Background: an optimization exercise with open tools, aiming at small area and a short achievable clock period. Do not read the settings as production practice.
Only simulation tests tie the RTL to the original design; equivalence was not proved.
No driver is modelled on the clock port, so clock power and skew are understated where the tree is cut down; a real chip needs a root buffer or a tree.
No activity file was given, so power comes from the tool's default toggle rates.

oak:
Design router_nport, start of the top module:
module router_nport #(
    parameter int NPORT  = 8,
    parameter int ADDR_W = $clog2(NPORT)
) (
    input  logic             clk,
    input  logic             reset_n,
    input  logic [NPORT-1:0] din,
    input  logic [NPORT-1:0] frame_n,
    input  logic [NPORT-1:0] valid_n,
    output logic [NPORT-1:0] busy_n,
    output logic [NPORT-1:0] dout,
    output logic [NPORT-1:0] valido_n,
    output logic [NPORT-1:0] frameo_n
);
    localparam int N = 8;
    localparam int W = 3;
    logic [W:0]   r_sr    [N];
    logic [N-1:0] w_inArb;
    logic [W-1:0] w_addr  [N];
    logic [N-1:0] r_jg;      
    logic [N-1:0] w_ov;      
    logic [W-1:0] r_ptr   [N];
    logic [N-1:0] r_dout, r_valido_n, r_frameo_n;
    logic [N-1:0] w_arb;
    logic [N-1:0] w_req   [N];    
    logic [N-1:0] w_st    [N];    
    logic [N-1:0] w_gnt   [N];    
    logic [N-1:0] w_granted;
    logic [W-1:0] w_pnext [N];
    logic [N-1:0] w_any;
    logic [N-1:0] w_osel  [N];    
    logic [N-1:0] w_dm, w_vn, w_fn;
    always_comb begin
        for (int i = 0; i < N; i++) begin
            w_inArb[i]  = r_sr[i][0];
            w_addr[i] = r_sr[i][W:1];
        end
    end
    assign w_arb = w_inArb;
    always_comb begin
        for (int d = 0; d < N; d++)
            for (int i = 0; i < N; i++) begin
                w_req[d][i] = w_arb[i] && (w_addr[i] == d);
                w_st[d][i]  = (r_ptr[d] == i);
            end
    end
    function automatic logic [N-1:0] prefixOr(input logic [N-1:0] x);
        logic [N-1:0] p1, p2, p4;
  ...
export LEC_CHECK = 0
export ABC_AREA = 1
export CAP_MARGIN = 20
export CORE_MARGIN = 2
export CORE_UTILIZATION = 30
export PLACE_DENSITY = 0.45
export SLEW_MARGIN = 20
export SYNTH_HIERARCHICAL = 1
export SYNTH_MINIMUM_KEEP_SIZE = 0
create_clock -name core_clock -period 10.0 [get_ports {clk}]
standard.sh (not shown) runs the stock make flow with config.mk's settings and CLKGATE_MAP_FILE= SYNTH_SCRIPT=/design/flow/synth_recipe.tcl, a recipe that flattens the netlist after the stock synthesis.
==> flow/flow/run.sh <==
#!/bin/bash
# Own layout flow: the standard layout, with
#  - synthesis by flow/my_synth.tcl: the standard synthesis script plus
#    a hand-mapped one-hot multiplexer module (flow/mux_cells.v),
#  - small port buffers (buf_2 instead of the default delay buffers),
#  - repair_timing aiming for a larger setup margin (the SDC is unchanged),
#  - a one-level clock tree (flow/cts_post.tcl, run as ORFS's POST_CTS_TCL
#    hook): four clkbuf_16 fed from the clock port, one per quadrant.
set -euo pipefail
work=$(pwd)
bash standard.sh SYNTH_SCRIPT=$work/flow/my_synth.tcl synth > synth.log 2>&1
export BUFFER_PORTS_ARGS="-buffer_cell sky130_fd_sc_hd__buf_2"
export SETUP_SLACK_MARGIN=7.2
export POST_CTS_TCL=$work/flow/cts_post.tcl
bash standard.sh finish > layout.log 2>&1
==> flow/flow/cts_post.tcl <==
# POST_CTS hook: replace the clock tree that CTS built (a root buffer and
# eight leaf buffers, two levels) by one level of four clkbuf_16 buffers fed
# straight from the clock port. The flip-flops are split into four
# quadrants (by x, then each half by y) and each buffer sits at the centre of
# its quadrant's flip-flops, so every flip-flop's clock goes through exactly
# one buffer and arrives at about the same time.
set block [ord::get_db_block]
set clknet [$block findNet clk]

# Remove the cells that CTS made (its buffers, and the dummy loads it hangs
# on the tree to balance it) and the nets between them: every cell on a
# CTS net other than at a flip-flop clock pin.
set cts_insts {}
foreach net [$block getNets] {
  if {![string match "clknet_*" [$net getName]]} { continue }
  foreach it [$net getITerms] {
    if {[[$it getMTerm] getName] ne "CLK"} { lappend cts_insts [$it getInst] }
  }
}
foreach it [$clknet getITerms] {
  if {[[$it getMTerm] getName] ne "CLK"} { lappend cts_insts [$it getInst] }
}
foreach inst [lsort -unique $cts_insts] { odb::dbInst_destroy $inst }
foreach net [$block getNets] {
  if {[string match "clknet_*" [$net getName]]} { odb::dbNet_destroy $net }
}
foreach inst [$block getInsts] {
  if {[string match "clkload*" [$inst getName]]} { puts "cts_post: left over [$inst getName]" }
}

# Every flip-flop clock pin, now unconnected, goes back on the clock net.
set sinks {}
foreach inst [$block getInsts] {
  set it [$inst findITerm CLK]
  if {$it eq "NULL" || $it eq ""} { continue }
  if {[$it getNet] ne "NULL" && [$it getNet] ne ""} { $it disconnect }
  set loc [$inst getLocation]
  lappend sinks [list [lindex $loc 0] [lindex $loc 1] $it]
}
puts "cts_post: [llength $sinks] clock pins"

set master [[ord::get_db] findMaster sky130_fd_sc_hd__clkbuf_16]
set sinks [lsort -integer -index 0 $sinks]
set h [expr {[llength $sinks] / 2}]
set groups {}
foreach half [list [lrange $sinks 0 [expr {$h - 1}]] [lrange $sinks $h end]] {
  set half [lsort -integer -index 1 $half]
  set m [expr {[llength $half] / 2}]
  lappend groups [lrange $half 0 [expr {$m - 1}]] [lrange $half $m end]
}
set b 0
foreach part $groups {
  set net [odb::dbNet_create $block "clknet_q$b"]
  $net setSigType CLOCK
  set inst [odb::dbInst_create $block $master "clkbuf_q$b"]
  set sx 0
  set sy 0
  foreach s $part {
    [lindex $s 2] connect $net
    incr sx [lindex $s 0]
    incr sy [lindex $s 1]
  }
  [$inst findITerm A] connect $clknet
  [$inst findITerm X] connect $net
  $inst setLocation [expr {$sx / [llength $part]}] [expr {$sy / [llength $part]}]
  $inst setPlacementStatus PLACED
  incr b
}
detailed_placement
check_placement -verbose
estimate_parasitics -placement
report_clock_latency
Other scripts of this flow, unchanged in this note and not shown: flow/flow/mux_cells.v, flow/flow/my_synth.tcl
Here is what was changed in the inputs of pine compared with oak.
diff --git a/flow/flow/cts_post.tcl b/flow/flow/cts_post.tcl
--- a/flow/flow/cts_post.tcl
+++ b/flow/flow/cts_post.tcl
@@ -9,21 +9,8 @@
 
-# Remove the cells that CTS made (its buffers, and the dummy loads it hangs
-# on the tree to balance it) and the nets between them: every cell on a
-# CTS net other than at a flip-flop clock pin.
-set cts_insts {}
-foreach net [$block getNets] {
-  if {![string match "clknet_*" [$net getName]]} { continue }
-  foreach it [$net getITerms] {
-    if {[[$it getMTerm] getName] ne "CLK"} { lappend cts_insts [$it getInst] }
-  }
+# Remove the buffers and nets that CTS made.
+foreach inst [$block getInsts] {
+  if {[string match "clkbuf_*" [$inst getName]]} { odb::dbInst_destroy $inst }
 }
-foreach it [$clknet getITerms] {
-  if {[[$it getMTerm] getName] ne "CLK"} { lappend cts_insts [$it getInst] }
-}
-foreach inst [lsort -unique $cts_insts] { odb::dbInst_destroy $inst }
 foreach net [$block getNets] {
   if {[string match "clknet_*" [$net getName]]} { odb::dbNet_destroy $net }
-}
-foreach inst [$block getInsts] {
-  if {[string match "clkload*" [$inst getName]]} { puts "cts_post: left over [$inst getName]" }
 }
Notes after the runs:
- From oak to pine the numbers moved as follows: power spent charging and discharging nets about even; power share of the combinational group about even; wire length on met1 about even.
- Per the comparison of pine with oak, total number of vias picked up an extra 35; final clock period utilization by the worst path neither gained nor lost much; filler-free cell count of the finished design picked up an extra 7; routed wire length neither gained nor lost much; total track usage neither gained nor lost much.
- Compared with oak, pine ends up with a larger final cell area.
- Core utilization delta for pine relative to oak: 0.42 points higher
- Diff pine..oak | summed instance area of the synthesized netlist | unchanged
No run of this note takes its clock network from TritonCTS; it comes from the design's own scripts or RTL.

[static timing again, ports no longer ideal]
In the flow no input, the clock included, has a driving cell. The finished layouts below were timed again as built, in two steps. Step 1, drivers: a clkbuf_16 drives clk and a buf_2 each remaining input, both assumed. Step 2 adds t to the input delays and takes it off the output delays; t is the mean of the earliest and latest rising clock arrival at the registers after step 1. Input paths then give back, and output paths get back, about the clock's delay inside the block. a / b / c = ideal / step 1 / step 2; a / b = the first two.
run	shift t [ns]	setup slack, ns	clock arrival spread, ns	worst register clock-pin slew, ns	worst data-port slew with drivers (ns)
oak	0.267	7.134 / 7.030 / 6.990	0.009 / 0.009	0.10 / 0.10	0.04
pine	0.267	7.133 / 7.029 / 6.994	0.010 / 0.010	0.10 / 0.10	0.04
After both steps every run listed still meets setup and hold. For oak, which loses most, drivers alone change the setup slack by -0.104 ns; drivers and shift together by -0.144 ns.
